Context: an optimization exercise on an open-source flow, tuned for small area. The choices shown serve that exercise and are no tape-out recipe.
The RTL was checked by simulation tests, not by an equivalence proof against the original design.
Power figures rest on the tool's default switching activity, not on a simulated workload.

==> flow/design.v <==
package hub_pkg;
  localparam int DATA_W = 32;
  localparam int ADDR_W = 24;   
  localparam int BLK_W  = 4;    
  localparam int OFS_W  = 8;    
  localparam int DIV_W  = 16;   
  localparam int BLK_GPIO  = 0;
  localparam int BLK_UART0 = 1;  
  localparam logic [1:0] UART_CR  = 2'd0;
  localparam logic [1:0] UART_SR  = 2'd1;
  localparam logic [1:0] UART_TDR = 2'd2;
  localparam logic [1:0] UART_RDR = 2'd3;
  localparam logic GPIO_OUT = 1'b0;
  localparam logic GPIO_IN  = 1'b1;
  localparam int CR_DIV_MSB = DIV_W - 1;  
  localparam int CR_RX_IE   = 16;
  localparam int CR_TX_IE   = 17;
  localparam int SR_RX_READY = 0;
  localparam int SR_TX_BUSY  = 1;
  localparam int SR_OVERRUN  = 2;
  localparam int BLK_LSB = 8;
endpackage
import hub_pkg::*;
module ebi_slave (
  input  logic                        clk,
  input  logic                        rst_i,
  input  logic                        cs_n_i,
  input  logic                        oe_n_i,
  input  logic [3:0]                  we_n_i,
  input  logic                        rd_wr_i,
  input  logic [hub_pkg::ADDR_W-1:0]  ebi_addr_i,
  input  logic [hub_pkg::DATA_W-1:0]  ebi_data_i,
  output logic [hub_pkg::DATA_W-1:0]  ebi_data_o,
  output logic                        ebi_data_oe_o,
  output logic [2:1]                  early_bank_o,
  output logic                        early_start_o,
  output logic                        tg_gpio_o,     
  output logic                        tg_uart0_o,
  output logic                        tg_uart1_o,
  output logic [2:0]                  sub_o,         
  output logic [hub_pkg::DATA_W-1:0]  wr_data_o,
  output logic [3:0]                  byte_en_o,
  output logic                        wr_go_o,
  output logic                        rd_go_o,
  input  logic [hub_pkg::DATA_W-1:0]  rd_word_i      
);
  logic [6:0]        ctl_s1;     
  logic [11:0]       addr_s1;    
  logic [DATA_W-1:0] data_s1;
  logic              wr1, rd1, wr2, rd2, es, st, rd_go_d;
  logic [DATA_W-1:0] rd_cap;
  always_ff @(posedge clk) begin
    if (rst_i) ctl_s1 <= 7'h7f;
    else       ctl_s1 <= {cs_n_i, oe_n_i, rd_wr_i, we_n_i};
  end
  always_ff @(posedge clk) begin
    addr_s1 <= ebi_addr_i[11:0];
    data_s1 <= ebi_data_i;
  end
  assign wr1 = !ctl_s1[6] && !ctl_s1[4] && (ctl_s1[3:0] != 4'hf);
  assign rd1 = !ctl_s1[6] && !ctl_s1[5] && ctl_s1[4];
  assign es  = (wr1 || rd1) && !(wr2 || rd2);   
  always_ff @(posedge clk) begin
    if (rst_i) begin
      wr2     <= 1'b0;
      rd2     <= 1'b0;
      st      <= 1'b0;
      wr_go_o <= 1'b0;
      rd_go_o <= 1'b0;
      rd_go_d <= 1'b0;
    end else begin
      wr2     <= wr1;
      rd2     <= rd1;
      st      <= es;
      wr_go_o <= st && wr2;
      rd_go_o <= st && rd2;
      rd_go_d <= rd_go_o;
    end
  end
  always_ff @(posedge clk) begin
    if (es) begin
      tg_gpio_o  <= (addr_s1[11:8] == 4'd0) && !addr_s1[3] && (addr_s1[2:1] != 2'b11);
      tg_uart0_o <= (addr_s1[11:8] == 4'd1);
      tg_uart1_o <= (addr_s1[11:8] == 4'd2);
      sub_o      <= addr_s1[2:0];
      wr_data_o  <= data_s1;
      byte_en_o  <= ~ctl_s1[3:0];
    end
  end
  assign early_bank_o  = addr_s1[2:1];
  assign early_start_o = es;
  always_ff @(posedge clk) rd_cap <= rd_word_i;
  always_ff @(posedge clk) begin
    if (rst_i) begin
      ebi_data_oe_o <= 1'b0;
      ebi_data_o    <= '0;
    end else if (rd_go_d) begin
      ebi_data_oe_o <= 1'b1;
      ebi_data_o    <= rd_cap;
    end else if (!rd2) begin
      ebi_data_oe_o <= 1'b0;
    end
  end
endmodule
import hub_pkg::*;
module uart_regs (
  input  logic                      clk,
  input  logic                      rst_i,
  input  logic [7:0]                rx_byte_i,
  input  logic                      rx_valid_i,
  input  logic                      tx_busy_i,
  input  logic                      tg_i,           
  input  logic [1:0]                sel_i,
  input  logic [hub_pkg::DATA_W-1:0] wr_data_i,
  input  logic [3:0]                 byte_en_i,
  input  logic                       wr_go_i,
  input  logic                       rd_go_i,
  output logic [hub_pkg::DATA_W-1:0] rd_word_o,    
  output logic                      tdr_wr_o,
  output logic [hub_pkg::DIV_W-1:0] divisor_o,
  output logic                      uart_int_o
);
  logic [CR_TX_IE:0] cr_q;   
  logic [7:0]        rdr_q;
  logic              rx_ready_q, overrun_q;
  logic              wr_en, rd_en, rdr_rd, sr_rd;
  assign wr_en    = wr_go_i && tg_i;
  assign rd_en    = rd_go_i && tg_i;
  assign tdr_wr_o = wr_en && (sel_i == UART_TDR);
  assign rdr_rd   = rd_en && (sel_i == UART_RDR);
  assign sr_rd    = rd_en && (sel_i == UART_SR);
  always_ff @(posedge clk) begin
    if (rst_i) begin
      cr_q <= '0;
    end else if (wr_en && sel_i == UART_CR) begin
      if (byte_en_i[0]) cr_q[7:0] <= wr_data_i[7:0];
      if (byte_en_i[1]) cr_q[CR_DIV_MSB:8] <= wr_data_i[CR_DIV_MSB:8];
      if (byte_en_i[2]) cr_q[CR_TX_IE:CR_RX_IE] <= wr_data_i[CR_TX_IE:CR_RX_IE];
    end
  end
  always_ff @(posedge clk) begin
    if (rst_i) begin
      rdr_q      <= '0;
      rx_ready_q <= 1'b0;
      overrun_q  <= 1'b0;
    end else begin
      if (rx_valid_i) begin
        rdr_q      <= rx_byte_i;
        rx_ready_q <= 1'b1;
      end else if (rdr_rd) begin
        rx_ready_q <= 1'b0;
      end
      if (rx_valid_i && rx_ready_q && !rdr_rd) overrun_q <= 1'b1;
      else if (sr_rd)                          overrun_q <= 1'b0;
    end
  end
  always_comb begin
    rd_word_o = '0;
    case (sel_i)
      UART_CR:  rd_word_o[CR_TX_IE:0] = cr_q;
      UART_SR:  rd_word_o[2:0] = {overrun_q, tx_busy_i, rx_ready_q};
      UART_RDR: rd_word_o[7:0] = rdr_q;
      default:  ;   
    endcase
  end
  assign divisor_o  = cr_q[CR_DIV_MSB:0];
  assign uart_int_o = (rx_ready_q && cr_q[CR_RX_IE]) || (!tx_busy_i && cr_q[CR_TX_IE]);
endmodule
import hub_pkg::*;
module uart_txrx (
  input  logic                      clk,
  input  logic                      rst_i,
  input  logic [hub_pkg::DIV_W-1:0] divisor_i,
  input  logic                      tx_start_i,    
  input  logic [7:0]                tx_byte_i,
  input  logic                      srx_i,
  output logic                      stx_o,
  output logic                      tx_busy_o,
  output logic                      rx_valid_o,
  output logic [7:0]                rx_byte_o
);
  localparam logic [3:0] RX_VALID = 4'd10;
  localparam logic [3:0] RX_IDLE  = 4'd15;
  logic [DIV_W-1:0] tx_tmr, rx_tmr;
  logic [3:0]       tx_cnt, rx_st;
  logic [7:0]       tx_byte, rx_sh;
  logic [1:0]       rx_sync;
  logic             rx_prev, rx_busy;
  assign tx_busy_o = (tx_cnt != 4'd0) && (tx_cnt != 4'd11);
  always_ff @(posedge clk) begin
    if (rst_i)                   tx_cnt <= 4'd0;
    else if (tx_cnt == 4'd0)   begin if (tx_start_i) tx_cnt <= 4'd11; end
    else if (tx_cnt == 4'd11)    tx_cnt <= 4'd10;
    else if (tx_tmr == '0)       tx_cnt <= tx_cnt - 4'd1;
  end
  always_ff @(posedge clk) begin
    if (!tx_busy_o || tx_tmr == '0) tx_tmr <= divisor_i;
    else                            tx_tmr <= tx_tmr - 1'b1;
  end
  always_ff @(posedge clk) begin
    if (tx_start_i && tx_cnt == 4'd0) tx_byte <= tx_byte_i;
  end
  always_comb begin
    case (tx_cnt)
      4'd10:   stx_o = 1'b0;
      4'd9:    stx_o = tx_byte[0];
      4'd8:    stx_o = tx_byte[1];
      4'd7:    stx_o = tx_byte[2];
      4'd6:    stx_o = tx_byte[3];
      4'd5:    stx_o = tx_byte[4];
      4'd4:    stx_o = tx_byte[5];
      4'd3:    stx_o = tx_byte[6];
      4'd2:    stx_o = tx_byte[7];
      default: stx_o = 1'b1;
    endcase
  end
  always_ff @(posedge clk) begin
    if (rst_i) begin
      rx_sync <= 2'b11;
      rx_prev <= 1'b1;
    end else begin
      rx_sync <= {rx_sync[0], srx_i};
      rx_prev <= rx_sync[1];
    end
  end
  assign rx_busy    = (rx_st < 4'd10);
  assign rx_valid_o = (rx_st == RX_VALID);
  always_ff @(posedge clk) begin
    if (rst_i) begin
      rx_st <= RX_IDLE;
    end else if (!rx_busy) begin
      rx_st <= (rx_prev && !rx_sync[1]) ? 4'd0 : RX_IDLE;   
    end else if (rx_tmr == '0) begin
      if (rx_st == 4'd0)      rx_st <= rx_sync[1] ? RX_IDLE : 4'd1;          
      else if (rx_st == 4'd9) rx_st <= rx_sync[1] ? RX_VALID : RX_IDLE;      
      else                    rx_st <= rx_st + 4'd1;
    end
  end
  always_ff @(posedge clk) begin
    if (!rx_busy)            rx_tmr <= divisor_i >> 1;   
    else if (rx_tmr == '0)   rx_tmr <= divisor_i;
    else                     rx_tmr <= rx_tmr - 1'b1;
  end
  always_ff @(posedge clk) begin
    if (rx_busy && rx_tmr == '0 && rx_st != 4'd0 && rx_st != 4'd9) begin
      rx_sh <= {rx_sync[1], rx_sh[7:1]};
    end
  end
  assign rx_byte_o = rx_sh;
endmodule
import hub_pkg::*;
module gpio_bank #(
  parameter int NUM_GPIO = 3
) (
  input  logic                                clk,
  input  logic                                rst_i,
  input  logic [NUM_GPIO*hub_pkg::DATA_W-1:0] input_pad_i,
  input  logic [2:1]                          early_bank_i,
  input  logic                                early_start_i,
  input  logic                                tg_i,           
  input  logic [2:0]                          sub_i,          
  input  logic [hub_pkg::DATA_W-1:0]          wr_data_i,
  input  logic [3:0]                          byte_en_i,
  input  logic                                wr_go_i,
  output logic [hub_pkg::DATA_W-1:0]          rd_word_o,
  output logic [NUM_GPIO*hub_pkg::DATA_W-1:0] output_pad_o
);
  logic [DATA_W-1:0] in_cap;
  always_ff @(posedge clk) begin
    if (early_start_i) begin
      case (early_bank_i)
        2'd0:    in_cap <= input_pad_i[0 +: DATA_W];
        2'd1:    in_cap <= input_pad_i[DATA_W +: DATA_W];
        default: in_cap <= input_pad_i[2*DATA_W +: DATA_W];
      endcase
    end
  end
  always_ff @(posedge clk) begin
    if (rst_i) begin
      output_pad_o <= '0;
    end else if (wr_go_i && tg_i && sub_i[0] == GPIO_OUT) begin
      for (int b = 0; b < NUM_GPIO; b++) begin
        for (int l = 0; l < 4; l++) begin
          if (sub_i[2:1] == 2'(b) && byte_en_i[l])
            output_pad_o[b*DATA_W + 8*l +: 8] <= wr_data_i[8*l +: 8];
        end
      end
    end
  end
  always_comb begin
    if (sub_i[0] == GPIO_IN) rd_word_o = in_cap;
    else case (sub_i[2:1])
      2'd0:    rd_word_o = output_pad_o[0 +: DATA_W];
      2'd1:    rd_word_o = output_pad_o[DATA_W +: DATA_W];
      default: rd_word_o = output_pad_o[2*DATA_W +: DATA_W];
    endcase
  end
endmodule
import hub_pkg::*;
module ebi_periph_top #(
  parameter int NUM_UART = 2,
  parameter int NUM_GPIO = 3
) (
  input  logic                                clk,
  input  logic                                rst_i,
  input  logic                                cs_n_i,
  input  logic                                oe_n_i,
  input  logic [3:0]                          we_n_i,
  input  logic                                rd_wr_i,
  input  logic [hub_pkg::ADDR_W-1:0]          ebi_addr_i,
  input  logic [hub_pkg::DATA_W-1:0]          ebi_data_i,
  input  logic [NUM_UART-1:0]                 srx_i,
  input  logic [NUM_GPIO*hub_pkg::DATA_W-1:0] input_pad_i,    
  output logic [hub_pkg::DATA_W-1:0]          ebi_data_o,
  output logic                                ebi_data_oe_o,
  output logic [NUM_UART-1:0]                 stx_o,
  output logic [NUM_UART-1:0]                 uart_int_o,
  output logic [NUM_GPIO*hub_pkg::DATA_W-1:0] output_pad_o    
);
  logic [2:1]        early_bank;
  logic              early_start;
  logic              tg_gpio;
  logic [1:0]        tg_uart;
  logic [2:0]        sub;
  logic [DATA_W-1:0] wr_data;
  logic [3:0]        byte_en;
  logic              wr_go, rd_go;
  logic [DATA_W-1:0] gpio_word, rd_word;
  logic [DATA_W-1:0] uart_word [NUM_UART];
  ebi_slave ebi_slave_i (
    .clk(clk),
    .rst_i(rst_i),
    .cs_n_i(cs_n_i),
    .oe_n_i(oe_n_i),
    .we_n_i(we_n_i),
    .rd_wr_i(rd_wr_i),
    .ebi_addr_i(ebi_addr_i),
    .ebi_data_i(ebi_data_i),
    .ebi_data_o(ebi_data_o),
    .ebi_data_oe_o(ebi_data_oe_o),
    .early_bank_o(early_bank),
    .early_start_o(early_start),
    .tg_gpio_o(tg_gpio),
    .tg_uart0_o(tg_uart[0]),
    .tg_uart1_o(tg_uart[1]),
    .sub_o(sub),
    .wr_data_o(wr_data),
    .byte_en_o(byte_en),
    .wr_go_o(wr_go),
    .rd_go_o(rd_go),
    .rd_word_i(rd_word)
  );
  gpio_bank #(
    .NUM_GPIO(NUM_GPIO)
  ) gpio_bank_i (
    .clk(clk),
    .rst_i(rst_i),
    .input_pad_i(input_pad_i),
    .early_bank_i(early_bank),
    .early_start_i(early_start),
    .tg_i(tg_gpio),
    .sub_i(sub),
    .wr_data_i(wr_data),
    .byte_en_i(byte_en),
    .wr_go_i(wr_go),
    .rd_word_o(gpio_word),
    .output_pad_o(output_pad_o)
  );
  for (genvar g = 0; g < NUM_UART; g++) begin : g_uart
    logic             tdr_wr, tx_busy, rx_valid;
    logic [7:0]       rx_byte;
    logic [DIV_W-1:0] divisor;
    uart_regs uart_regs_i (
      .clk(clk),
      .rst_i(rst_i),
      .rx_byte_i(rx_byte),
      .rx_valid_i(rx_valid),
      .tx_busy_i(tx_busy),
      .tg_i(tg_uart[g]),
      .sel_i(sub[1:0]),
      .wr_data_i(wr_data),
      .byte_en_i(byte_en),
      .wr_go_i(wr_go),
      .rd_go_i(rd_go),
      .rd_word_o(uart_word[g]),
      .tdr_wr_o(tdr_wr),
      .divisor_o(divisor),
      .uart_int_o(uart_int_o[g])
    );
    uart_txrx uart_txrx_i (
      .clk(clk),
      .rst_i(rst_i),
      .divisor_i(divisor),
      .tx_start_i(tdr_wr),
      .tx_byte_i(wr_data[7:0]),
      .srx_i(srx_i[g]),
      .stx_o(stx_o[g]),
      .tx_busy_o(tx_busy),
      .rx_valid_o(rx_valid),
      .rx_byte_o(rx_byte)
    );
  end
  always_comb begin
    rd_word = '0;
    if (tg_gpio)    rd_word = gpio_word;
    if (tg_uart[0]) rd_word = uart_word[0];
    if (tg_uart[1]) rd_word = uart_word[1];
  end
endmodule
==> flow/run.sh <==
#!/bin/bash
# synth_recipe.tcl (not shown) runs the flow's synth.tcl, then flattens the netlist and writes it again
# the make line also repeats each setting of config.mk as NAME=value (left out here)
make -C /OpenROAD-flow-scripts/flow DESIGN_CONFIG=/design/flow/config.mk WORK_HOME=/design/flow/orfs CLKGATE_MAP_FILE= SYNTH_SCRIPT=/design/flow/synth_recipe.tcl finish
==> flow/config.mk <==
export PLATFORM = sky130hd
export DESIGN_NAME = ebi_periph_top
export DESIGN_NICKNAME = ebi_periph_top
export VERILOG_FILES = /design/flow/design.v
export SDC_FILE = /design/flow/constraint.sdc
export NUM_CORES = 4
export LEC_CHECK = 0
export CAP_MARGIN = 20
export CORE_MARGIN = 2
export CORE_UTILIZATION = 40
export CTS_BUF_LIST = sky130_fd_sc_hd__clkbuf_4
export SLEW_MARGIN = 20
==> flow/constraint.sdc <==
create_clock -name core_clock -period 5.0 [get_ports {clk}]
set_input_delay 1.0000 -clock core_clock [delete_from_list [all_inputs] [get_ports {clk}]]
set_output_delay 1.0000 -clock core_clock [all_outputs]
set_load 0.01 [all_outputs]
==> impl_metrics.json, run 1 <==
{
  "outcome": "timing/DRC/antenna clean",
  "start_util_pct": 40.6,
  "cts_tree": "yes",
  "setup_tns_ns": 0,
  "hold_buffers": 0,
  "clk_pin_slew_worst_paths_ns": 0.07,
  "io_pins": 296,
  "grt_pass1_wl_um": 86700,
  "rsz0062_at_grt": "no",
  "nFillCells": 4455,
  "fin_crit_sh_pct": 82.2,
  "top_layer": "met4",
  "post-route-min-period_ns": 4.11,
  "syn-num-nets": 2134,
  "hold_viol_final": 0,
  "fin_skew_ns": 0.0532,
  "dieWidth_um": 222,
  "vias_per_cell": 5.17,
  "leakagePower_uw": 0.00876,
  "antenna_found_initial": 3,
  "end_kind": "primary output",
  "ctsResizeCount": 0,
  "critPathKind": "flop to primary output",
  "route.met3.wl_um": 4950,
  "die_y_um": 222,
  "final_core_util_pct": 51.0,
  "setup_violations": 0,
  "area_growth_pct": 25.6,
  "drt-total-wl_um": 57600,
  "fmax_ghz": 0.243,
  "nets": 2437,
  "drtIter0Drc": 1053,
  "place_congestion": 0.845,
  "rows": 79,
  "final_common_cell": "dfxtp_1",
  "dieArea_um2": 49100,
  "holdWs_ns": 0.396,
  "post_cts_buffers": 0,
  "dp_slack_ns": 1.75,
  "grt_pass1_vias": 14981,
  "cp.arrival_ns": 3.11,
  "cts_max_level": 3,
  "start_kind": "flop",
  "slew_viol_final": 0,
  "dr.pass1.iters": 16,
  "drive_gt1_share_pct": 11.2,
  "synth.distinct_cells": 71,
  "num_vias": 15313,
  "hp-class": "flop to flop",
  "synthArstFlopShare_pct": 0,
  "clock-sinks": 462,
  "ys.flop_type": "dfxtp_1",
  "insertion_delay_ns": 0.87,
  "clk_path_buf_depth": 3,
  "relSlewSlack_pct": 27.7,
  "cts-buffers-inserted": 120,
  "pwr_density_cell_nw_per_um2": 410,
  "grt.overflow.total": 0,
  "required_ns": 4.00,
  "ant_nets": 0,
  "worstPathMaxFanout": 7,
  "cts_root_buffer": "clkbuf_4",
  "tightestPinTransition_ns": 1.08,
  "syn_area_um2": 18900,
  "track_usage_pct": 22.9,
  "portBuffers": 279,
  "synth_warnings": 6,
  "grt_max_degree": 94,
  "avgSynthCellArea_um2": 9.75,
  "ir_drop_mv": 0.184,
  "synth.yosys.seq_area_share_pct": 54.4,
  "wl_met1_um": 24000,
  "cap_violations": 0,
  "synthCells": 1944,
  "setup_slack_ns": 0.888,
  "wl_per_cell_um": 19.5,
  "core_um2": 46700,
  "synth-seq-cells": 462,
  "dr_wl_met2_um": 27300,
  "hpwl_um": 40900,
  "synth_edf_count": 106,
  "drc": 0,
  "final_cell_mix": "dfxtp_1 (353), clkdlybuf4s50_1 (278), nand2_1 (270)"
}
[Yosys cell counts (4+ instances only)]
cell type,instances,area share [%]
ha_1,27,1.8
nand2b_1,8,0.26
and2_1,15,0.50
inv_1,29,0.57
nor3_1,12,0.32
xnor2_1,32,1.5
mux2_2,6,0.36
nand4_1,9,0.30
a21oi_1,115,3.0
edfxtp_1,106,17
o221ai_1,8,0.37
a211oi_1,4,0.16
or2_2,17,0.56
a21o_1,7,0.28
nor3b_1,9,0.36
a31oi_1,4,0.13
a222oi_1,6,0.32
nor2_2,5,0.17
o21ai_0,172,4.5
buf_2,5,0.13
a311oi_1,4,0.18
nand3_1,20,0.53
o22ai_1,7,0.23
buf_4,4,0.16
clkbuf_1,89,1.8
buf_1,13,0.26
mux2i_1,202,11
a22o_1,15,0.69
a22oi_1,14,0.55
nand2_1,270,5.3
o41ai_1,4,0.18
nor4_1,20,0.66
nor2_1,232,4.6
nor2b_1,9,0.30
or3_1,10,0.33
xor2_1,8,0.37
o21ai_1,7,0.18
o31ai_1,11,0.44
dfxtp_1,356,38
or4_1,10,0.40
[worst paths after layout]
path	startpoint	end	slack [ns]	depth (start not counted)
worst max-delay path	g_uart[1].uart_txrx_i.tx_cnt[0]	uart_int_o[1]	0.89	6
worst min-delay path	ebi_slave_i.data_s1[2]	ebi_slave_i.wr_data_o[2]	0.40	0
worst max register to register	ebi_slave_i.sub_o[0]	gpio_bank_i.output_pad_o[81]	1.84	5
worst min register to register	ebi_slave_i.data_s1[2]	ebi_slave_i.wr_data_o[2]	0.40	0
[layout make-up]
cell class / instances / area, µm² / share of cell area (%)
Multi-Input combinational cell: 1339 / 8090 / 34.0
Clock buffer: 184 / 1380 / 5.81
Timing Repair Buffer: 294 / 2940 / 12.3
Inverter: 30 / 113 / 0.473
Tap cell: 607 / 759 / 3.19
Sequential cell: 462 / 10300 / 43.3
Antenna cell: 2 / 5.00 / 0.0210
Clock inverter: 42 / 194 / 0.815
[report_power, final]
| group | switching [µW] | internal (µW) |
|---|---|---|
| logic | 1310 | 892 |
| registers | 226 | 4040 |
| clock network | 1600 | 1690 |
[cell families (layout without fill, tap and decap cells)]
group           Yosys count  in the layout  share of synthesized area [%]
other cells               0              2                              0
fa+ha+maj                27             27                           1.78
flops                   462            462                           54.4
xor+xnor                 40             40                           1.85
buf+inv                 143            550                           3.02
compound gates          400            400                           12.4
mux                     208            208                           11.0
simple gates            664            664                           15.5
[layer usage]
metal	up-vias	GRT usage, %
met2	517	38.1
met1	7209	27.5
met3	75	8.53
li1	7512	-
met5	-	0
met4	0	7.32
[state kept, by name (all words and copies together) (netlist names), 4 cells and up]
signal,count
g_uart.uart_txrx_i.rx_sync,4
ebi_slave_i.wr_data_o,32
g_uart.uart_regs_i.cr_q,36
gpio_bank_i.in_cap,32
g_uart.uart_regs_i.rdr_q,16
ebi_slave_i.data_s1,32
ebi_slave_i.byte_en_o,4
g_uart.uart_txrx_i.rx_tmr,32
g_uart.uart_txrx_i.rx_sh,16
g_uart.uart_txrx_i.rx_st,8
ebi_slave_i.ebi_data_o,32
g_uart.uart_txrx_i.tx_byte,16
ebi_slave_i.rd_cap,32
gpio_bank_i.output_pad_o,96
g_uart.uart_txrx_i.tx_cnt,8
ebi_slave_i.addr_s1,8
ebi_slave_i.ctl_s1,7
g_uart.uart_txrx_i.tx_tmr,32
[metrics by stage]
stage | cells | cell area, µm² | power, µW
6_report | 2960 | 23800 | 9760
5_1_grt | 2960 | 23800 | 10400
4_1_cts | 2957 | 23800 | 9850
3_5_place_dp | 2731 | 22200 | 6530
3_3_place_gp | 2731 | 22200 | 6460
2_1_floorplan | 1944 | 19000 | 6000
[worst max-delay path, cell delays in order, from the launching register on]
cell	delay (ns)
dfxtp_1	0.37
inv_1	0.10
ha_1	0.26
nand2b_1	0.12
a21oi_1	0.50
a22o_1	0.34
clkdlybuf4s50_1	0.58
==> run 2: changes to the inputs <==
--- a/flow/config.mk
+++ b/flow/config.mk
@@ -9,4 +9,3 @@
 export CORE_MARGIN = 2
 export CORE_UTILIZATION = 40
-export CTS_BUF_LIST = sky130_fd_sc_hd__clkbuf_4
 export SLEW_MARGIN = 20
==> impl_metrics.json, run 2 <==
{
  "final_core_util_pct": 51.2,
  "leakagePower_uw": 0.00862,
  "clk_path_buf_depth": 3,
  "yosys.area.top_type": "dfxtp_1",
  "io_pins": 296,
  "critPathKind": "flop to primary output",
  "end_kind": "primary output",
  "ant_nets": 0,
  "cap_violations": 0,
  "pwr_density_cell_nw_per_um2": 428,
  "slew_viol_final": 0,
  "synth.distinct_cells": 71,
  "hp-start": "ebi_slave_i.data_s1[24]",
  "setup_tns_ns": 0,
  "hp-class": "flop to flop",
  "insertion_delay_ns": 0.61,
  "total_power_uw": 10200,
  "p_seq_share_pct": 41.7,
  "area_growth_pct": 26.2,
  "largest_reg_flops": 96,
  "cp.arrival_ns": 2.88,
  "worstPathMaxFanout": 7,
  "synth_most_common_cell": "dfxtp_1",
  "place_congestion": 0.845,
  "reg2reg_slack_ns": 1.83,
  "drt-total-wl_um": 57000,
  "grt_pass1_vias": 14393,
  "p_switching_uw": 3100,
  "final_cell_mix": "dfxtp_1 (353), clkdlybuf4s50_1 (278), nand2_1 (270)",
  "drtIter0Drc": 999,
  "ir_drop_mv": 0.254,
  "grt.overflow.total": 0,
  "cts_max_level": 2,
  "die_y_um": 222,
  "synthArstFlopShare_pct": 0,
  "num_vias": 14836,
  "p_comb_share_pct": 21.5,
  "hpwl_um": 40900,
  "start_kind": "flop",
  "drive_gt1_share_pct": 6.55,
  "post-route-min-period_ns": 3.88,
  "instances_no_fill": 2822,
  "rows": 79,
  "biggestRegsByFlops": "gpio_bank_i.output_pad_o (96), g_uart.uart_regs_i.cr_q (36)",
  "dr.pass1.iters": 16,
  "swShare_pct": 30.3,
  "reg2reg_to": "gpio_bank_i.output_pad_o[83]",
  "antenna_found_initial": 1,
  "dieWidth_um": 222,
  "synth_edf_count": 106,
  "min_path_cells": 0,
  "grt_pass1_wl_um": 85400,
  "nFillCells": 4350,
  "dieArea_um2": 49100,
  "pwr-share-clk_pct": 36.8,
  "ys.flop_type": "dfxtp_1",
  "clk_pin_slew_worst_paths_ns": 0.06,
  "cts_root_buffer": "clkbuf_16",
  "drc": 0,
  "synth_warnings": 6,
  "post_cts_buffers": 0,
  "required_ns": 4.00,
  "syn_area_um2": 18900,
  "cts_tree": "yes",
  "worst_r2r_path_depth": 5,
  "setup_violations": 0,
  "start_util_pct": 40.6,
  "tightestPinTransition_ns": 1.08,
  "dp_slack_ns": 1.75,
  "synthCells": 1944,
  "setup_slack_ns": 1.12,
  "ctsResizeCount": 0,
  "nets": 2365,
  "fin_crit_sh_pct": 77.7,
  "rr_startpoint": "ebi_slave_i.sub_o[0]",
  "dp_cells": 2731,
  "cts-buffers-inserted": 48,
  "synth.area.top_cells": "dfxtp_1 (38%), edfxtp_1 (17%), mux2i_1 (11%), nand2_1 (5.3%), nor2_1 (4.6%)",
  "rsz0062_at_grt": "no",
  "portBuffers": 279,
  "top_register": "gpio_bank_i.output_pad_o",
  "p_int_uw": 7130,
  "antenna_cells": 0,
  "synth-seq-cells": 462,
  "fmax_ghz": 0.257,
  "vias_per_cell": 5.26,
  "yosys-top-cells-count": "dfxtp_1 (356), nand2_1 (270), nor2_1 (232), mux2i_1 (202), o21ai_0 (172)",
  "synth.top_cell.area_share_pct": 37.6,
  "outcome": "timing/DRC/antenna clean",
  "holdPathEnd": "ebi_slave_i.wr_data_o[24]",
  "syn-num-nets": 2134,
  "wl_per_cell_um": 20.2,
  "track_usage_pct": 22.6,
  "avgSynthCellArea_um2": 9.75,
  "relSlewSlack_pct": 27.8,
  "hold_viol_final": 0,
  "synth.yosys.seq_area_share_pct": 54.4,
  "final_common_cell": "dfxtp_1",
  "grt_max_degree": 94,
  "core_um2": 46700,
  "hold_buffers": 0,
  "fin_skew_ns": 0.0318,
  "clock-sinks": 462
}
run 2: cell count changes in the layout (fill, tap and decap cells not counted), sizes merged:
cell / previous run / this run
bufinv: 0 / 5
clkbuf: 184 / 63
clkinv: 38 / 12
clkinvlp: 1 / 8
diode: 2 / 0
inv: 33 / 32
run 2: layer usage:
metal / wire length [µm] / vias to the layer above / track usage [%]
met5: 0 / - / 0
met4: 1320 / 0 / 6.58
met3: 4710 / 67 / 6.77
met2: 27100 / 448 / 38.1
met1: 23800 / 7048 / 27.9
li1: - / 7273 / -
run 2: cell type report:
type / instances / area, µm² / share of cell area, %
inverter: 30 / 113 / 0.471
tap: 607 / 759 / 3.18
multi-input combinational: 1339 / 8090 / 33.8
clock inverter: 27 / 334 / 1.40
sequential: 462 / 10300 / 43.1
timing repair buffer: 294 / 2940 / 12.3
clock buffer: 63 / 1360 / 5.69
run 2: how the worst max path moves through the flow:
stage | end | slack, ns | start | depth (start not counted)
after global routing | uart_int_o[1] | 0.98 | g_uart[1].uart_txrx_i.tx_cnt[0] | 6
after CTS | uart_int_o[1] | 1.11 | g_uart[1].uart_txrx_i.tx_cnt[0] | 6
after detailed placement | uart_int_o[1] | 1.75 | g_uart[1].uart_txrx_i.tx_cnt[0] | 6
after global placement | uart_int_o[1] | 1.81 | g_uart[1].uart_txrx_i.tx_cnt[0] | 6
after floorplan | ebi_slave_i.byte_en_o[0] | 0.66 | ebi_slave_i.ctl_s1[6] | 2
final | uart_int_o[1] | 1.12 | g_uart[1].uart_txrx_i.tx_cnt[0] | 6
run 2: logic make-up after synthesis:
logic type / Yosys count / synth area share [%]
buffers and inverters: 143 / 3.02
xor gates and xnor gates: 40 / 1.85
muxes: 208 / 11.0
AOI/OAI and AO/OA: 400 / 12.4
adders and majority gates: 27 / 1.78
DFF: 462 / 54.4
and+or+nand+nor: 664 / 15.5
run 2: power groups by stage:
| stage | clock [µW] | combinational [µW] | sequential, µW |
|---|---|---|---|
| final | 3770 | 2200 | 4270 |
| after global routing | 3980 | 2480 | 4300 |
| after CTS | 3840 | 2200 | 4270 |
| after detailed placement | 0 | 2190 | 4340 |
| after global placement | 0 | 2130 | 4330 |
| after floorplan | 0 | 1750 | 4250 |
run 2: critical path, stage by stage, from the launching register on:
cell	delay, ns
dfxtp_1	0.38
inv_1	0.10
ha_1	0.27
nand2b_1	0.13
a21oi_1	0.49
a22o_1	0.35
clkdlybuf4s50_1	0.58
run 2: through the flow:
| step | hold WS [ns] | cell area (µm²) |
|---|---|---|
| after floorplan | 0.386 | 19000 |
| after global placement | 0.387 | 22200 |
| after detailed placement | 0.389 | 22200 |
| after CTS | 0.403 | 23900 |
| after global routing | 0.404 | 23900 |
| final | 0.402 | 23900 |
==> run 3: changes to the inputs <==
--- a/flow/config.mk
+++ b/flow/config.mk
@@ -9,3 +9,5 @@
 export CORE_MARGIN = 2
 export CORE_UTILIZATION = 40
+export CTS_BUF_LIST = sky130_fd_sc_hd__clkbuf_2 sky130_fd_sc_hd__clkbuf_4 sky130_fd_sc_hd__clkbuf_8
+export CTS_CLUSTER_SIZE = 20
 export SLEW_MARGIN = 20
==> impl_metrics.json, run 3 <==
{
  "grt_max_degree": 94,
  "pwr_density_cell_nw_per_um2": 417,
  "tightestPinTransition_ns": 1.08,
  "rsz0062_at_grt": "no",
  "synth-seq-cells": 462,
  "clk_path_buf_depth": 3,
  "p_int_uw": 6860,
  "ir_drop_mv": 0.201,
  "track_usage_pct": 22.9,
  "cp.arrival_ns": 2.96,
  "cts_tree": "yes",
  "biggestRegsByFlops": "gpio_bank_i.output_pad_o (96), g_uart.uart_regs_i.cr_q (36)",
  "ant_nets": 0,
  "swShare_pct": 31.0,
  "core_um2": 46700,
  "grt_pass1_vias": 14635,
  "cts-buffers-inserted": 78,
  "synthCells": 1944,
  "hpwl_um": 40900,
  "synth.yosys.seq_area_share_pct": 54.4,
  "start_util_pct": 40.6,
  "clock-sinks": 462,
  "leakagePower_uw": 0.00868,
  "synth_edf_count": 106,
  "p_comb_share_pct": 22.2,
  "hold_buffers": 0,
  "antenna_found_initial": 1,
  "clk_pin_slew_worst_paths_ns": 0.06,
  "num_vias": 15073,
  "total_power_uw": 9930,
  "pwr-share-clk_pct": 34.8,
  "outcome": "timing/DRC/antenna clean",
  "area_growth_pct": 25.7,
  "dr.pass1.iters": 18,
  "rows": 79,
  "ys.flop_type": "dfxtp_1",
  "vias_per_cell": 5.24,
  "final_core_util_pct": 51.1,
  "hold_viol_final": 0,
  "synthArstFlopShare_pct": 0,
  "critPathKind": "flop to primary output",
  "cts_max_level": 3,
  "grt.overflow.total": 0,
  "worstPathMaxFanout": 7,
  "post_cts_buffers": 0,
  "fmax_ghz": 0.253,
  "p_seq_share_pct": 43.0,
  "portBuffers": 279,
  "post-route-min-period_ns": 3.96,
  "syn_area_um2": 18900,
  "final_common_cell": "dfxtp_1",
  "place_congestion": 0.845,
  "ctsResizeCount": 0,
  "cts_root_buffer": "clkbuf_8",
  "drc": 0,
  "slew_viol_final": 0,
  "synth_most_common_cell": "dfxtp_1",
  "fin_skew_ns": 0.0327,
  "setup_violations": 0,
  "dieWidth_um": 222,
  "nets": 2395,
  "yosys-top-cells-count": "dfxtp_1 (356), nand2_1 (270), nor2_1 (232), mux2i_1 (202), o21ai_0 (172)",
  "top_register": "gpio_bank_i.output_pad_o",
  "insertion_delay_ns": 0.66,
  "setup_tns_ns": 0,
  "yosys.area.top_type": "dfxtp_1",
  "synth.distinct_cells": 71,
  "synth_warnings": 6,
  "synth.area.top_cells": "dfxtp_1 (38%), edfxtp_1 (17%), mux2i_1 (11%), nand2_1 (5.3%), nor2_1 (4.6%)",
  "avgSynthCellArea_um2": 9.75,
  "io_pins": 296,
  "start_kind": "flop",
  "relSlewSlack_pct": 27.9,
  "p_switching_uw": 3080,
  "required_ns": 4.00,
  "drive_gt1_share_pct": 8.69,
  "drtIter0Drc": 1011,
  "hp-class": "flop to flop",
  "dieArea_um2": 49100,
  "grt_pass1_wl_um": 86300,
  "syn-num-nets": 2134,
  "cap_violations": 0,
  "die_y_um": 222,
  "drt-total-wl_um": 57400,
  "antenna_cells": 0,
  "fin_crit_sh_pct": 79.1,
  "synth.top_cell.area_share_pct": 37.6,
  "final_cell_mix": "dfxtp_1 (353), clkdlybuf4s50_1 (278), nand2_1 (270)",
  "largest_reg_flops": 96,
  "wl_per_cell_um": 20.0,
  "end_kind": "primary output"
}
## run 3: cell type report
type / count / area [µm²]
Clock inverter: 22 / 151
Multi-Input combinational cell: 1339 / 8090
Tap cell: 607 / 759
Fill cell: 4413 / 22800
Sequential cell: 462 / 10300
Timing Repair Buffer: 294 / 2940
Inverter: 30 / 113
Clock buffer: 120 / 1460
## run 3: kinds of logic (layout without fill, tap and decap cells)
logic type	Yosys count	after routing	synth area share, %
multiplexers	208	208	11.0
AO/OA/AOI/OAI	400	400	12.4
AND/OR/NAND/NOR	664	664	15.5
buffers and inverters	143	466	3.02
XOR/XNOR	40	40	1.85
flip-flops	462	462	54.4
adder cells (fa/ha/maj)	27	27	1.78
## run 3: path summary, 6_finish.rpt
check,from,to,slack [ns],cells after the start
worst max-delay path,g_uart[1].uart_txrx_i.tx_cnt[0],uart_int_o[1],1.04,6
worst min-delay path,ebi_slave_i.data_s1[31],ebi_slave_i.wr_data_o[31],0.40,0
worst max register to register,ebi_slave_i.sub_o[0],gpio_bank_i.output_pad_o[87],1.83,5
worst min register to register,ebi_slave_i.data_s1[31],ebi_slave_i.wr_data_o[31],0.40,0
## run 3: power by group through the flow
stage	Sequential, µW	Combinational [µW]	Clock [µW]
2_1_floorplan	4250	1750	0
3_3_place_gp	4330	2130	0
3_5_place_dp	4340	2190	0
4_1_cts	4270	2200	3550
5_1_grt	4300	2480	3700
6_report	4270	2200	3460
## run 3: layer usage
layer / vias up / wire length (µm) / global-route usage (%)
li1: 7360 / - / -
met1: 7145 / 24000 / 27.7
met2: 490 / 27100 / 38.2
met3: 78 / 4870 / 7.96
met4: 0 / 1420 / 7.08
met5: - / 0 / 0
## run 3: critical path: stages, from the launching register on
cell             delay, ns
dfxtp_1               0.37
inv_1                 0.10
ha_1                  0.27
nand2b_1              0.13
a21oi_1               0.51
a22o_1                0.35
clkdlybuf4s50_1       0.58
## run 3: metrics by stage
stage	instance area, µm²	hold slack (ns)	setup WS [ns]	std cells
finish	23800	0.401	1.04	2874
global route	23800	0.403	0.903	2874
CTS	23800	0.402	1.03	2873
detailed placement	22200	0.389	1.75	2731
global placement	22200	0.387	1.81	2731
floorplan	19000	0.386	0.662	1944
==> run 4: changes to the inputs <==
==> flow/flow/run.sh (new file) <==
#!/bin/bash
# Standard layout, but the port buffers are the smallest buffer cell.
set -euo pipefail
export BUFFER_PORTS_ARGS="-buffer_cell sky130_fd_sc_hd__buf_1"
bash standard.sh > standard.log 2>&1
==> flow/standard.sh (new file) <==
#!/bin/bash
# synth_recipe.tcl (not shown) runs the flow's synth.tcl, then flattens the netlist and writes it again
# the make line also repeats each setting of config.mk as NAME=value (left out here)
make -C /OpenROAD-flow-scripts/flow DESIGN_CONFIG=/design/flow/config.mk WORK_HOME=/design/flow/orfs CLKGATE_MAP_FILE= SYNTH_SCRIPT=/design/flow/synth_recipe.tcl "${@:-finish}"
--- a/flow/config.mk
+++ b/flow/config.mk
@@ -9,5 +9,3 @@
 export CORE_MARGIN = 2
 export CORE_UTILIZATION = 40
-export CTS_BUF_LIST = sky130_fd_sc_hd__clkbuf_2 sky130_fd_sc_hd__clkbuf_4 sky130_fd_sc_hd__clkbuf_8
-export CTS_CLUSTER_SIZE = 20
 export SLEW_MARGIN = 20
removed: flow/run.sh
==> impl_metrics.json, run 4 <==
{
  "outcome": "timing/DRC/antenna clean",
  "hp-class": "flop to flop",
  "drive_gt1_share_pct": 6.05,
  "grt_pass1_wl_um": 83700,
  "synth.distinct_cells": 71,
  "ys.flop_type": "dfxtp_1",
  "synthCells": 1944,
  "num_vias": 14990,
  "clock-sinks": 462,
  "post-route-min-period_ns": 3.49,
  "io_pins": 296,
  "relSlewSlack_pct": 27.3,
  "start_kind": "flop",
  "drc": 0,
  "reg2reg_slack_ns": 1.91,
  "start_util_pct": 40.6,
  "setup_violations": 0,
  "final_common_cell": "dfxtp_1",
  "total_power_uw": 9840,
  "clk_path_buf_depth": 3,
  "rsz0062_at_grt": "no",
  "worstPathMaxFanout": 7,
  "place_congestion": 0.846,
  "core_um2": 46700,
  "insertion_delay_ns": 0.60,
  "synthArstFlopShare_pct": 0,
  "cts-buffers-inserted": 49,
  "hold_viol_final": 0,
  "nets": 2366,
  "yosys.area.top_type": "dfxtp_1",
  "grt_max_degree": 127,
  "required_ns": 4.00,
  "max_stage_delay_ns": 0.51,
  "synth_warnings": 6,
  "portBuffers": 279,
  "reg2reg_to": "gpio_bank_i.output_pad_o[65]",
  "antenna_found_initial": 0,
  "dieWidth_um": 222,
  "ant_nets": 0,
  "synth.area.top_cells": "dfxtp_1 (38%), edfxtp_1 (17%), mux2i_1 (11%), nand2_1 (5.3%), nor2_1 (4.6%)",
  "top_register": "gpio_bank_i.output_pad_o",
  "post_cts_buffers": 0,
  "dr.pass1.iters": 18,
  "yosys-top-cells-count": "dfxtp_1 (356), nand2_1 (270), nor2_1 (232), mux2i_1 (202), o21ai_0 (172)",
  "slew_viol_final": 0,
  "grt.overflow.total": 0,
  "hpwl_um": 39900,
  "clk_pin_slew_worst_paths_ns": 0.06,
  "cts_tree": "yes",
  "pwr_density_cell_nw_per_um2": 448,
  "worst_r2r_path_depth": 5,
  "area_growth_pct": 16.0,
  "rr_startpoint": "ebi_slave_i.sub_o[0]",
  "avgSynthCellArea_um2": 9.75,
  "crit_slowest_cell": "a21oi_1",
  "syn_area_um2": 18900,
  "vias_per_cell": 5.31,
  "holdPathEnd": "ebi_slave_i.wr_data_o[7]",
  "track_usage_pct": 22.0,
  "critPathKind": "flop to primary output",
  "min_path_cells": 0,
  "swShare_pct": 30.8,
  "syn-num-nets": 2134,
  "instances_no_fill": 2821,
  "ir_drop_mv": 0.280,
  "p_comb_share_pct": 21.5,
  "synth_edf_count": 106,
  "dieArea_um2": 49100,
  "p_seq_share_pct": 43.4,
  "ctsResizeCount": 0,
  "wl_per_cell_um": 19.7,
  "fin_skew_ns": 0.0202,
  "pwr-share-clk_pct": 35.1,
  "drt-total-wl_um": 55600,
  "fmax_ghz": 0.286,
  "dp_cells": 2732,
  "p_int_uw": 6810,
  "grt_pass1_vias": 14378,
  "fin_crit_sh_pct": 69.9,
  "hp-start": "ebi_slave_i.data_s1[7]",
  "cts_max_level": 2,
  "biggestRegsByFlops": "gpio_bank_i.output_pad_o (96), g_uart.uart_regs_i.cr_q (36)",
  "synth_most_common_cell": "dfxtp_1",
  "largest_reg_flops": 96,
  "final_cell_mix": "dfxtp_1 (353), buf_1 (278), nand2_1 (270)",
  "setup_tns_ns": 0,
  "synth.yosys.seq_area_share_pct": 54.4,
  "cp.arrival_ns": 2.49,
  "end_kind": "primary output",
  "synth-seq-cells": 462,
  "tightestPinTransition_ns": 1.09,
  "rows": 79,
  "p_switching_uw": 3030,
  "hold_buffers": 0,
  "cts_root_buffer": "clkbuf_16",
  "drtIter0Drc": 1025,
  "die_y_um": 222,
  "synth.top_cell.area_share_pct": 37.6,
  "cap_violations": 0,
  "leakagePower_uw": 0.00787,
  "critical_path.cell_chain": "inv_1 -> ha_1 -> nand2b_1 -> a21oi_1 -> a22o_1 -> buf_1",
  "antenna_cells": 0
}
==> run 4: changes by cell type in the layout (fill, tap and decap cells not counted), sizes merged <==
cell           delta
clkdlybuf4s50   -278
buf             +277
clkbuf           -50
clkinv            -2
==> run 4: per-stage QoR <==
step / utilization, % / worst slack, ns / cell area (µm²) / hold WS [ns]
6_report: 47.1 / 1.51 / 22000 / 0.395
4_1_cts: 47.1 / 1.52 / 22000 / 0.399
5_1_grt: 47.1 / 1.37 / 22000 / 0.406
3_5_place_dp: 43.8 / 1.92 / 20500 / 0.389
3_3_place_gp: 43.8 / 1.92 / 20500 / 0.386
2_1_floorplan: - / 0.662 / 19000 / 0.386
==> run 4: worst max-delay path by stage <==
stage                                    start                           end  slack (ns)  depth (start not counted)
6_report       g_uart[1].uart_txrx_i.tx_cnt[0]                 uart_int_o[1]        1.51                          6
5_1_grt        g_uart[1].uart_txrx_i.tx_cnt[0]                 uart_int_o[1]        1.37                          6
4_1_cts        g_uart[1].uart_txrx_i.tx_cnt[0]                 uart_int_o[1]        1.52                          6
3_5_place_dp              ebi_slave_i.sub_o[0]  gpio_bank_i.output_pad_o[71]        1.92                          5
3_3_place_gp              ebi_slave_i.sub_o[0]  gpio_bank_i.output_pad_o[70]        1.92                          5
2_1_floorplan            ebi_slave_i.ctl_s1[6]      ebi_slave_i.byte_en_o[0]        0.66                          2
==> run 4: power groups by stage <==
stage	registers, µW	logic, µW	clock network, µW
2_1_floorplan	4250	1750	0
3_3_place_gp	4330	2060	0
3_5_place_dp	4340	2090	0
4_1_cts	4260	2110	3530
5_1_grt	4300	2390	3690
6_report	4270	2110	3460
==> run 4: routing by layer <==
| metal | GRT usage, % | vias up | wire length [µm] |
|---|---|---|---|
| li1 | - | 7281 | - |
| met1 | 26.6 | 7100 | 23000 |
| met2 | 36.3 | 502 | 25800 |
| met3 | 7.09 | 107 | 4650 |
| met4 | 8.91 | 0 | 2170 |
| met5 | 0 | - | 0 |
==> run 4: area by class of cell <==
type	count	area (µm²)
inverter	30	113
tap	607	759
clock buffer	69	1350
timing repair buffer	294	1190
sequential	462	10300
fill	4440	24700
clock inverter	20	158
multi-input combinational	1339	8090
==> run 4: worst max-delay path: cells and delay by family (launching register included) <==
family | cells | cell delay, ns
compound gates | 2 | 0.85
flops | 1 | 0.37
simple gates | 1 | 0.12
fa+ha+maj | 1 | 0.26
buf+inv | 2 | 0.31
==> run 4: cell families after synthesis <==
logic type | count (synthesis) | synth area share [%]
flops | 462 | 54.4
compound gates | 400 | 12.4
simple gates | 664 | 15.5
xor+xnor | 40 | 1.85
buf+inv | 143 | 3.02
fa+ha+maj | 27 | 1.78
mux | 208 | 11.0
==> run 5: changes to the inputs <==
--- a/flow/design.v
+++ b/flow/design.v
@@ -130,12 +130,10 @@
   assign rdr_rd   = rd_en && (sel_i == UART_RDR);
   assign sr_rd    = rd_en && (sel_i == UART_SR);
+  logic cr_wr;
+  assign cr_wr = wr_en && sel_i == UART_CR;
   always_ff @(posedge clk) begin
-    if (rst_i) begin
-      cr_q <= '0;
-    end else if (wr_en && sel_i == UART_CR) begin
-      if (byte_en_i[0]) cr_q[7:0] <= wr_data_i[7:0];
-      if (byte_en_i[1]) cr_q[CR_DIV_MSB:8] <= wr_data_i[CR_DIV_MSB:8];
-      if (byte_en_i[2]) cr_q[CR_TX_IE:CR_RX_IE] <= wr_data_i[CR_TX_IE:CR_RX_IE];
-    end
+    if (rst_i || (cr_wr && byte_en_i[0])) cr_q[7:0] <= wr_data_i[7:0];
+    if (rst_i || (cr_wr && byte_en_i[1])) cr_q[CR_DIV_MSB:8] <= wr_data_i[CR_DIV_MSB:8];
+    if (rst_i || (cr_wr && byte_en_i[2])) cr_q[CR_TX_IE:CR_RX_IE] <= wr_data_i[CR_TX_IE:CR_RX_IE];
   end
   always_ff @(posedge clk) begin
@@ -180,58 +178,64 @@
   output logic [7:0]                rx_byte_o
 );
-  localparam logic [3:0] RX_VALID = 4'd10;
-  localparam logic [3:0] RX_IDLE  = 4'd15;
+  localparam logic [3:0] TX_IDLE   = 4'd1;
+  localparam logic [3:0] TX_PEND   = 4'd6;
+  localparam logic [3:0] TX_START  = 4'd7;
+  localparam logic [3:0] TX_STOP   = 4'd0;
+  localparam logic [3:0] RX_VALID  = 4'd10;
+  localparam logic [3:0] RX_IDLE_L = 4'd14;
+  localparam logic [3:0] RX_IDLE_H = 4'd15;
   logic [DIV_W-1:0] tx_tmr, rx_tmr;
   logic [3:0]       tx_cnt, rx_st;
   logic [7:0]       tx_byte, rx_sh;
   logic [1:0]       rx_sync;
-  logic             rx_prev, rx_busy;
-  assign tx_busy_o = (tx_cnt != 4'd0) && (tx_cnt != 4'd11);
-  always_ff @(posedge clk) begin
-    if (rst_i)                   tx_cnt <= 4'd0;
-    else if (tx_cnt == 4'd0)   begin if (tx_start_i) tx_cnt <= 4'd11; end
-    else if (tx_cnt == 4'd11)    tx_cnt <= 4'd10;
-    else if (tx_tmr == '0)       tx_cnt <= tx_cnt - 4'd1;
+  logic             rx_prev, rx_busy;   
+  logic [DIV_W:0]   tx_dz, rx_dz;
+  logic [DIV_W-1:0] tx_dec, rx_dec;
+  logic             tx_zero, rx_zero;
+  always_comb begin
+    tx_dz[0] = 1'b1;
+    rx_dz[0] = 1'b1;
+    for (int i = 0; i < DIV_W; i++) begin
+      tx_dz[i+1] = tx_dz[i] & !tx_tmr[i];
+      rx_dz[i+1] = rx_dz[i] & !rx_tmr[i];
+    end
   end
+  assign tx_zero = tx_dz[DIV_W];
+  assign tx_dec  = tx_tmr ^ tx_dz[DIV_W-1:0];
+  assign rx_zero = rx_dz[DIV_W];
+  assign rx_dec  = rx_tmr ^ rx_dz[DIV_W-1:0];
+  assign tx_busy_o = tx_cnt[3] || tx_cnt[2:0] == 3'd7 || tx_cnt[2:0] == 3'd0;
   always_ff @(posedge clk) begin
-    if (!tx_busy_o || tx_tmr == '0) tx_tmr <= divisor_i;
-    else                            tx_tmr <= tx_tmr - 1'b1;
+    if (rst_i)                    tx_cnt <= TX_IDLE;
+    else if (!tx_busy_o) begin
+      if (tx_cnt == TX_PEND)      tx_cnt <= TX_START;
+      else if (tx_start_i)        tx_cnt <= TX_PEND;
+    end else if (tx_zero)         tx_cnt <= tx_cnt + 4'd1;   
   end
   always_ff @(posedge clk) begin
-    if (tx_start_i && tx_cnt == 4'd0) tx_byte <= tx_byte_i;
+    if (!tx_busy_o || tx_zero) tx_tmr <= divisor_i;
+    else                       tx_tmr <= tx_dec;
   end
-  always_comb begin
-    case (tx_cnt)
-      4'd10:   stx_o = 1'b0;
-      4'd9:    stx_o = tx_byte[0];
-      4'd8:    stx_o = tx_byte[1];
-      4'd7:    stx_o = tx_byte[2];
-      4'd6:    stx_o = tx_byte[3];
-      4'd5:    stx_o = tx_byte[4];
-      4'd4:    stx_o = tx_byte[5];
-      4'd3:    stx_o = tx_byte[6];
-      4'd2:    stx_o = tx_byte[7];
-      default: stx_o = 1'b1;
-    endcase
+  always_ff @(posedge clk) begin
+    if (tx_start_i && !tx_busy_o) tx_byte <= tx_byte_i;
   end
+  assign stx_o = tx_cnt[3] ? tx_byte[tx_cnt[2:0]] : (tx_cnt[2:0] != 3'd7);
   always_ff @(posedge clk) begin
-    if (rst_i) begin
-      rx_sync <= 2'b11;
-      rx_prev <= 1'b1;
-    end else begin
-      rx_sync <= {rx_sync[0], srx_i};
-      rx_prev <= rx_sync[1];
-    end
+    if (rst_i) rx_sync <= 2'b11;
+    else       rx_sync <= {rx_sync[0], srx_i};
   end
+  assign rx_prev = (rx_st != RX_IDLE_L);
   assign rx_busy    = (rx_st < 4'd10);
   assign rx_valid_o = (rx_st == RX_VALID);
   always_ff @(posedge clk) begin
     if (rst_i) begin
-      rx_st <= RX_IDLE;
+      rx_st <= RX_IDLE_H;
     end else if (!rx_busy) begin
-      rx_st <= (rx_prev && !rx_sync[1]) ? 4'd0 : RX_IDLE;   
-    end else if (rx_tmr == '0) begin
-      if (rx_st == 4'd0)      rx_st <= rx_sync[1] ? RX_IDLE : 4'd1;          
-      else if (rx_st == 4'd9) rx_st <= rx_sync[1] ? RX_VALID : RX_IDLE;      
+      if (rx_sync[1])   rx_st <= RX_IDLE_H;
+      else if (rx_prev) rx_st <= 4'd0;        
+      else              rx_st <= RX_IDLE_L;
+    end else if (rx_zero) begin
+      if (rx_st == 4'd0)      rx_st <= rx_sync[1] ? RX_IDLE_H : 4'd1;         
+      else if (rx_st == 4'd9) rx_st <= rx_sync[1] ? RX_VALID : RX_IDLE_L;     
       else                    rx_st <= rx_st + 4'd1;
     end
@@ -239,9 +243,9 @@
   always_ff @(posedge clk) begin
     if (!rx_busy)            rx_tmr <= divisor_i >> 1;   
-    else if (rx_tmr == '0)   rx_tmr <= divisor_i;
-    else                     rx_tmr <= rx_tmr - 1'b1;
+    else if (rx_zero)        rx_tmr <= divisor_i;
+    else                     rx_tmr <= rx_dec;
   end
   always_ff @(posedge clk) begin
-    if (rx_busy && rx_tmr == '0 && rx_st != 4'd0 && rx_st != 4'd9) begin
+    if (rx_busy && rx_zero && rx_st != 4'd0 && rx_st != 4'd9) begin
       rx_sh <= {rx_sync[1], rx_sh[7:1]};
     end
@@ -276,13 +280,11 @@
     end
   end
+  logic wr_out;
+  assign wr_out = wr_go_i && tg_i && sub_i[0] == GPIO_OUT;
   always_ff @(posedge clk) begin
-    if (rst_i) begin
-      output_pad_o <= '0;
-    end else if (wr_go_i && tg_i && sub_i[0] == GPIO_OUT) begin
-      for (int b = 0; b < NUM_GPIO; b++) begin
-        for (int l = 0; l < 4; l++) begin
-          if (sub_i[2:1] == 2'(b) && byte_en_i[l])
-            output_pad_o[b*DATA_W + 8*l +: 8] <= wr_data_i[8*l +: 8];
-        end
+    for (int b = 0; b < NUM_GPIO; b++) begin
+      for (int l = 0; l < 4; l++) begin
+        if (rst_i || (wr_out && sub_i[2:1] == 2'(b) && byte_en_i[l]))
+          output_pad_o[b*DATA_W + 8*l +: 8] <= wr_data_i[8*l +: 8];
       end
     end
@@ -323,5 +325,5 @@
   logic [1:0]        tg_uart;
   logic [2:0]        sub;
-  logic [DATA_W-1:0] wr_data;
+  logic [DATA_W-1:0] wr_data, wr_data_q;
   logic [3:0]        byte_en;
   logic              wr_go, rd_go;
@@ -345,5 +347,5 @@
     .tg_uart1_o(tg_uart[1]),
     .sub_o(sub),
-    .wr_data_o(wr_data),
+    .wr_data_o(wr_data_q),
     .byte_en_o(byte_en),
     .wr_go_o(wr_go),
@@ -367,4 +369,5 @@
     .output_pad_o(output_pad_o)
   );
+  assign wr_data = wr_data_q & {DATA_W{~rst_i}};
   for (genvar g = 0; g < NUM_UART; g++) begin : g_uart
     logic             tdr_wr, tx_busy, rx_valid;
==> flow/flow/run.sh (replaced) <==
#!/bin/bash
# Standard layout, with the smallest buffer cell for the port buffers and a
# clock tree without dummy loads.
set -euo pipefail
export BUFFER_PORTS_ARGS="-buffer_cell sky130_fd_sc_hd__buf_1"
export CTS_ARGS="-sink_clustering_enable -repair_clock_nets -dont_use_dummy_load -buf_list sky130_fd_sc_hd__clkbuf_16 -sink_clustering_size 25 -sink_clustering_max_diameter 50"
bash standard.sh > standard.log 2>&1
==> impl_metrics.json, run 5 <==
{
  "total_power_uw": 7590,
  "hp-class": "flop to flop",
  "swShare_pct": 23.1,
  "num_vias": 12244,
  "cts_tree": "yes",
  "ant_nets": 0,
  "setup_violations": 0,
  "reg2reg_to": "g_uart[0].uart_txrx_i.tx_cnt[2]",
  "track_usage_pct": 19.8,
  "cts-buffers-inserted": 41,
  "die_y_um": 218,
  "dieArea_um2": 47600,
  "holdPathEnd": "ebi_slave_i.wr_data_o[31]",
  "synth.area.top_cells": "edfxtp_1 (39%), dfxtp_1 (24%), mux2i_1 (8.1%), ha_1 (5.4%), o21ai_0 (4.3%)",
  "insertion_delay_ns": 0.57,
  "portBuffers": 279,
  "rows": 78,
  "avgSynthCellArea_um2": 11.8,
  "tightestPinTransition_ns": 0.997,
  "io_pins": 296,
  "synth_top_family_by_area": "simple AND/OR/NAND/NOR gates",
  "synth_most_common_cell": "edfxtp_1",
  "slew_viol_final": 0,
  "cp.arrival_ns": 4.64,
  "drt-total-wl_um": 47100,
  "nets": 2043,
  "synth_xor_area_share_pct": 0.0955,
  "synth_edf_count": 238,
  "holdWs_ns": 0.361,
  "synthCells": 1549,
  "ys.flop_type": "edfxtp_1",
  "pwr_density_cell_nw_per_um2": 362,
  "antenna_found_initial": 0,
  "post_cts_buffers": 0,
  "crit_top_cell": "ha_1",
  "synth.distinct_cells": 64,
  "final_common_cell": "buf_1",
  "final_cell_mix": "buf_1 (278), edfxtp_1 (238), dfxtp_1 (219)",
  "clock-sinks": 460,
  "place_congestion": 0.828,
  "synth.top_cell.area_share_pct": 39.0,
  "biggestRegsByFlops": "gpio_bank_i.output_pad_o (96), g_uart.uart_regs_i.cr_q (36)",
  "cts_root_buffer": "clkbuf_16",
  "relSlewSlack_pct": 33.6,
  "syn-num-nets": 1791,
  "vias_per_cell": 5.10,
  "wl_per_cell_um": 19.6,
  "post-route-min-period_ns": 4.21,
  "required_ns": 5.43,
  "fin_skew_ns": 0.0461,
  "max_stage_delay_ns": 0.36,
  "muxShareOfSynthArea_pct": 8.75,
  "start_util_pct": 40.5,
  "fin_crit_sh_pct": 84.2,
  "p_seq_share_pct": 56.5,
  "pwr-share-clk_pct": 35.7,
  "drtIter0Drc": 767,
  "worst_r2r_path_depth": 19,
  "critical_path.cell_chain": "inv_1 -> ha_1 -> ha_1 -> ha_1 -> ha_1 -> ha_1 -> ha_1 -> ha_1 -> ha_1 -> ha_1 -> ha_1 -> ha_1 -> ha_1 -> ha_1 -> ha_1 -> ha_1 -> o21bai_4 -> a21boi_0 -> o221a_2",
  "largest_reg_flops": 96,
  "clk_pin_slew_worst_paths_ns": 0.07,
  "hold_buffers": 0,
  "synthAdderAreaFrac_pct": 5.39,
  "p_comb_share_pct": 7.8,
  "dieWidth_um": 218,
  "synthArstFlopShare_pct": 0,
  "ctsResizeCount": 0,
  "p_int_uw": 5830,
  "grt.overflow.total": 0,
  "yosys.area.top_type": "edfxtp_1",
  "start_kind": "flop",
  "end_kind": "flop",
  "nFillCells": 4173,
  "core_um2": 45300,
  "min_path_cells": 0,
  "syn_area_um2": 18300,
  "drc": 0,
  "worstPathMaxFanout": 34,
  "leakagePower_uw": 0.00826,
  "dr.pass1.iters": 6,
  "place_area_um2": 19900,
  "drive_gt1_share_pct": 5.39,
  "grt_max_degree": 67,
  "outcome": "timing/DRC/antenna clean",
  "hold_viol_final": 0,
  "stdcell_area_um2": 21000,
  "crit_slowest_cell": "o21bai_4",
  "synth_compound_area_share_pct": 8.65,
  "crit_buf_inv": 1,
  "grt_pass1_wl_um": 70700,
  "grt_pass1_vias": 11883,
  "synthSimpleGateAreaFrac_pct": 10.1,
  "synth.yosys.seq_area_share_pct": 63.2,
  "reg2reg_slack_ns": 0.79,
  "critPathKind": "flop to flop",
  "crit_family": "adder cells",
  "yosys-top-cells-count": "edfxtp_1 (238), dfxtp_1 (222), nand2_1 (199), o21ai_0 (158), mux2i_1 (148)",
  "rsz0062_at_grt": "no",
  "area_growth_pct": 14.3,
  "clk_path_buf_depth": 3,
  "rr_startpoint": "g_uart[0].uart_txrx_i.tx_tmr[0]",
  "hp-start": "ebi_slave_i.data_s1[31]",
  "ir_drop_mv": 0.336,
  "top_register": "gpio_bank_i.output_pad_o",
  "synth_warnings": 6,
  "p_switching_uw": 1750,
  "fmax_ghz": 0.238,
  "hpwl_um": 34100,
  "cts_max_level": 2,
  "synth-seq-cells": 460,
  "cap_violations": 0,
  "setup_tns_ns": 0
}
==> run 5: cell types whose count changed after synthesis, sizes merged, moves of 14 or more <==
cell,change
dfxtp,-134
edfxtp,+132
nor2,-127
nand2,-73
a21oi,-72
mux2i,-54
ha,+52
inv,+51
clkbuf,-40
xnor2,-32
nor2b,+31
o21ai,-21
nor4,-19
buf,+14
==> run 5: worst max-delay path by stage <==
stage | startpoint | to | cells after the start
5_1_grt | g_uart[0].uart_txrx_i.tx_tmr[0] | g_uart[0].uart_txrx_i.tx_cnt[2] | 19
2_1_floorplan | ebi_slave_i.ctl_s1[6] | ebi_slave_i.byte_en_o[0] | 2
4_1_cts | g_uart[0].uart_txrx_i.tx_tmr[0] | g_uart[0].uart_txrx_i.tx_cnt[2] | 19
3_5_place_dp | g_uart[0].uart_txrx_i.tx_tmr[0] | g_uart[0].uart_txrx_i.tx_cnt[2] | 19
6_report | g_uart[0].uart_txrx_i.tx_tmr[0] | g_uart[0].uart_txrx_i.tx_cnt[2] | 19
3_3_place_gp | g_uart[0].uart_txrx_i.tx_tmr[0] | g_uart[0].uart_txrx_i.tx_cnt[2] | 19
==> run 5: cell type report <==
type,count,area [µm²],area share [%]
Sequential cell,460,11600,55.3
Tap cell,600,751,3.58
Inverter,80,300,1.43
Multi-Input combinational cell,922,6090,29.1
Timing Repair Buffer,296,1200,5.72
Clock buffer,41,1030,4.89
Antenna cell,1,2.50,0.0119
==> run 5: worst register-to-register path: cells and delay by family (launching register included) <==
kind,cells,cell delay [ns]
compound gates,3,0.88
buf+inv,1,0.04
flops,1,0.32
fa+ha+maj,15,2.86
==> run 5: per-layer routing <==
metal  routed length (µm)  global-route usage, %
met1                19200                   24.2
met2                22700                   33.3
met3                 3530                   5.25
met4                 1650                   7.94
met5                    0                      0
==> run 5: stage by stage <==
stage	util (%)	worst slack (ns)	instances
after CTS	46.2	0.757	2398
after floorplan	-	0.662	1549
after detailed placement	44.0	0.774	2357
after global routing	46.3	0.496	2399
after global placement	44.0	0.772	2357
final	46.3	0.790	2400
==> run 5: cells by family after synthesis <==
group	Yosys count
flops	460
simple gates	416
compound gates	270
buf+inv	167
mux	155
fa+ha+maj	79
xor+xnor	2
==> run 5: power groups by stage <==
stage / sequential (µW) / combinational, µW / clock (µW)
final: 4290 / 595 / 2700
after global routing: 4310 / 692 / 2910
after CTS: 4290 / 605 / 2780
after detailed placement: 4370 / 602 / 0
after global placement: 4360 / 586 / 0
after floorplan: 4340 / 390 / 0
==> run 6: changes to the inputs <==
==> flow/flow/run.sh (replaced) <==
#!/bin/bash
# Standard layout, with the smallest buffer cell for the port buffers and a
# clock tree without dummy loads.
set -euo pipefail
export BUFFER_PORTS_ARGS="-buffer_cell sky130_fd_sc_hd__buf_1"
export CTS_ARGS="-sink_clustering_enable -repair_clock_nets -dont_use_dummy_load -buf_list sky130_fd_sc_hd__clkbuf_8 -sink_clustering_size 16 -sink_clustering_max_diameter 40"
bash standard.sh > standard.log 2>&1
==> impl_metrics.json, run 6 <==
{
  "setup_tns_ns": 0,
  "dr_wl_met2_um": 22900,
  "drtIter0Drc": 781,
  "synth.yosys.seq_area_share_pct": 63.2,
  "critPathKind": "flop to flop",
  "leakagePower_uw": 0.00816,
  "tightestPinTransition_ns": 1.04,
  "hold_buffers": 0,
  "synth_most_common_cell": "edfxtp_1",
  "holdWs_ns": 0.389,
  "top_layer": "met4",
  "drive_gt1_share_pct": 6.23,
  "wl_per_cell_um": 19.5,
  "dieWidth_um": 218,
  "cp.arrival_ns": 4.70,
  "dr.pass1.iters": 5,
  "synth.distinct_cells": 64,
  "hpwl_um": 34100,
  "final_common_cell": "buf_1",
  "drt-total-wl_um": 47100,
  "antenna_cells": 0,
  "worstPathMaxFanout": 32,
  "avgSynthCellArea_um2": 11.8,
  "synth_warnings": 6,
  "io_pins": 296,
  "top_register": "gpio_bank_i.output_pad_o",
  "rows": 78,
  "hold_viol_final": 0,
  "total_power_uw": 7110,
  "relSlewSlack_pct": 30.8,
  "nets": 2059,
  "slew_viol_final": 0,
  "vias_per_cell": 5.09,
  "cts_max_level": 2,
  "clk_path_buf_depth": 3,
  "ys.flop_type": "edfxtp_1",
  "ir_drop_mv": 0.299,
  "post-route-min-period_ns": 4.21,
  "dieArea_um2": 47600,
  "outcome": "timing/DRC/antenna clean",
  "antenna_found_initial": 0,
  "synth.area.top_cells": "edfxtp_1 (39%), dfxtp_1 (24%), mux2i_1 (8.1%), ha_1 (5.4%), o21ai_0 (4.3%)",
  "grt_pass1_wl_um": 71100,
  "cts_tree": "yes",
  "synth_edf_count": 238,
  "num_vias": 12291,
  "final_cell_mix": "buf_1 (278), edfxtp_1 (238), dfxtp_1 (219)",
  "cts-buffers-inserted": 57,
  "start_util_pct": 40.5,
  "cap_violations": 0,
  "yosys.area.top_type": "edfxtp_1",
  "synthArstFlopShare_pct": 0,
  "fmax_ghz": 0.238,
  "place_congestion": 0.828,
  "synth-seq-cells": 460,
  "fin_skew_ns": 0.0490,
  "fin_crit_sh_pct": 84.1,
  "wl_met1_um": 19000,
  "hp-class": "flop to flop",
  "synthCells": 1549,
  "rsz0062_at_grt": "no",
  "drc": 0,
  "required_ns": 5.49,
  "grt_max_degree": 67,
  "route.met3.wl_um": 3560,
  "pwr_density_cell_nw_per_um2": 343,
  "core_um2": 45300,
  "syn-num-nets": 1791,
  "insertion_delay_ns": 0.66,
  "clk_pin_slew_worst_paths_ns": 0.08,
  "biggestRegsByFlops": "gpio_bank_i.output_pad_o (96), g_uart.uart_regs_i.cr_q (36)"
}
-- run 6: cell count changes in the layout (fill, tap and decap cells not counted), sizes merged --
cell / delta
clkbuf: +16
diode: -1
-- run 6: kinds of logic (layout without fill, tap and decap cells) --
family                   count (synthesis)  after routing  share of synthesized area, %
AO/OA/AOI/OAI                          270            270                          8.65
XOR/XNOR                                 2              2                        0.0955
adder cells (fa/ha/maj)                 79             79                          5.39
buffers and inverters                  167            433                          3.78
flip-flops                             460            460                          63.2
multiplexers                           155            155                          8.75
AND/OR/NAND/NOR                        416            416                          10.1
-- run 6: layer usage --
| metal | vias up | track usage (%) |
|---|---|---|
| li1 | 5925 | - |
| met1 | 5845 | 24.1 |
| met2 | 427 | 33.5 |
| met3 | 94 | 5.22 |
| met4 | 0 | 8.55 |
| met5 | - | 0 |
-- run 6: critical path, stage by stage (launching register included) --
cell and delay, ns:
dfxtp_1 0.32, inv_1 0.04, ha_1 0.19, ha_1 0.18
ha_1 0.18, ha_1 0.19, ha_1 0.18, ha_1 0.18
ha_1 0.18, ha_1 0.18, ha_1 0.18, ha_1 0.18
ha_1 0.19, ha_1 0.21, ha_1 0.21, ha_1 0.19
ha_1 0.27, a21o_1 0.50, nand2_1 0.19, o21ai_0 0.09
-- run 6: final cells by class --
class	instances	area (µm²)
well taps	600	751
repair buffers	296	1200
fillers	4223	24600
multi-input cells	922	6090
inverters	80	300
clock buffers	57	785
flip-flops and latches	460	11600
-- run 6: path summary, 6_finish.rpt --
path,startpoint,to,slack [ns],depth (start not counted)
setup / recovery,g_uart[1].uart_txrx_i.tx_tmr[0],g_uart[1].uart_txrx_i.tx_tmr[10],0.79,19
hold / removal,ebi_slave_i.data_s1[9],ebi_slave_i.wr_data_o[9],0.39,0
setup reg to reg,g_uart[1].uart_txrx_i.tx_tmr[0],g_uart[1].uart_txrx_i.tx_tmr[10],0.79,19
hold reg to reg,ebi_slave_i.data_s1[9],ebi_slave_i.wr_data_o[9],0.39,0
-- run 6: where the power goes --
group	leakage [µW]	total [µW]	switching [µW]	internal [µW]
clock	0.000410	2230	1230	1000
combinational	0.00361	596	369	228
sequential	0.00415	4290	122	4170
total	0.00816	7110	1720	5390
-- run 6: metrics by stage --
step / util, % / instances / worst slack (ns) / cell area, µm²
6_report: 45.8 / 2415 / 0.794 / 20700
5_1_grt: 45.8 / 2415 / 0.506 / 20700
4_1_cts: 45.7 / 2414 / 0.775 / 20700
3_5_place_dp: 44.0 / 2357 / 0.774 / 19900
3_3_place_gp: 44.0 / 2357 / 0.772 / 19900
2_1_floorplan: - / 1549 / 0.662 / 18300
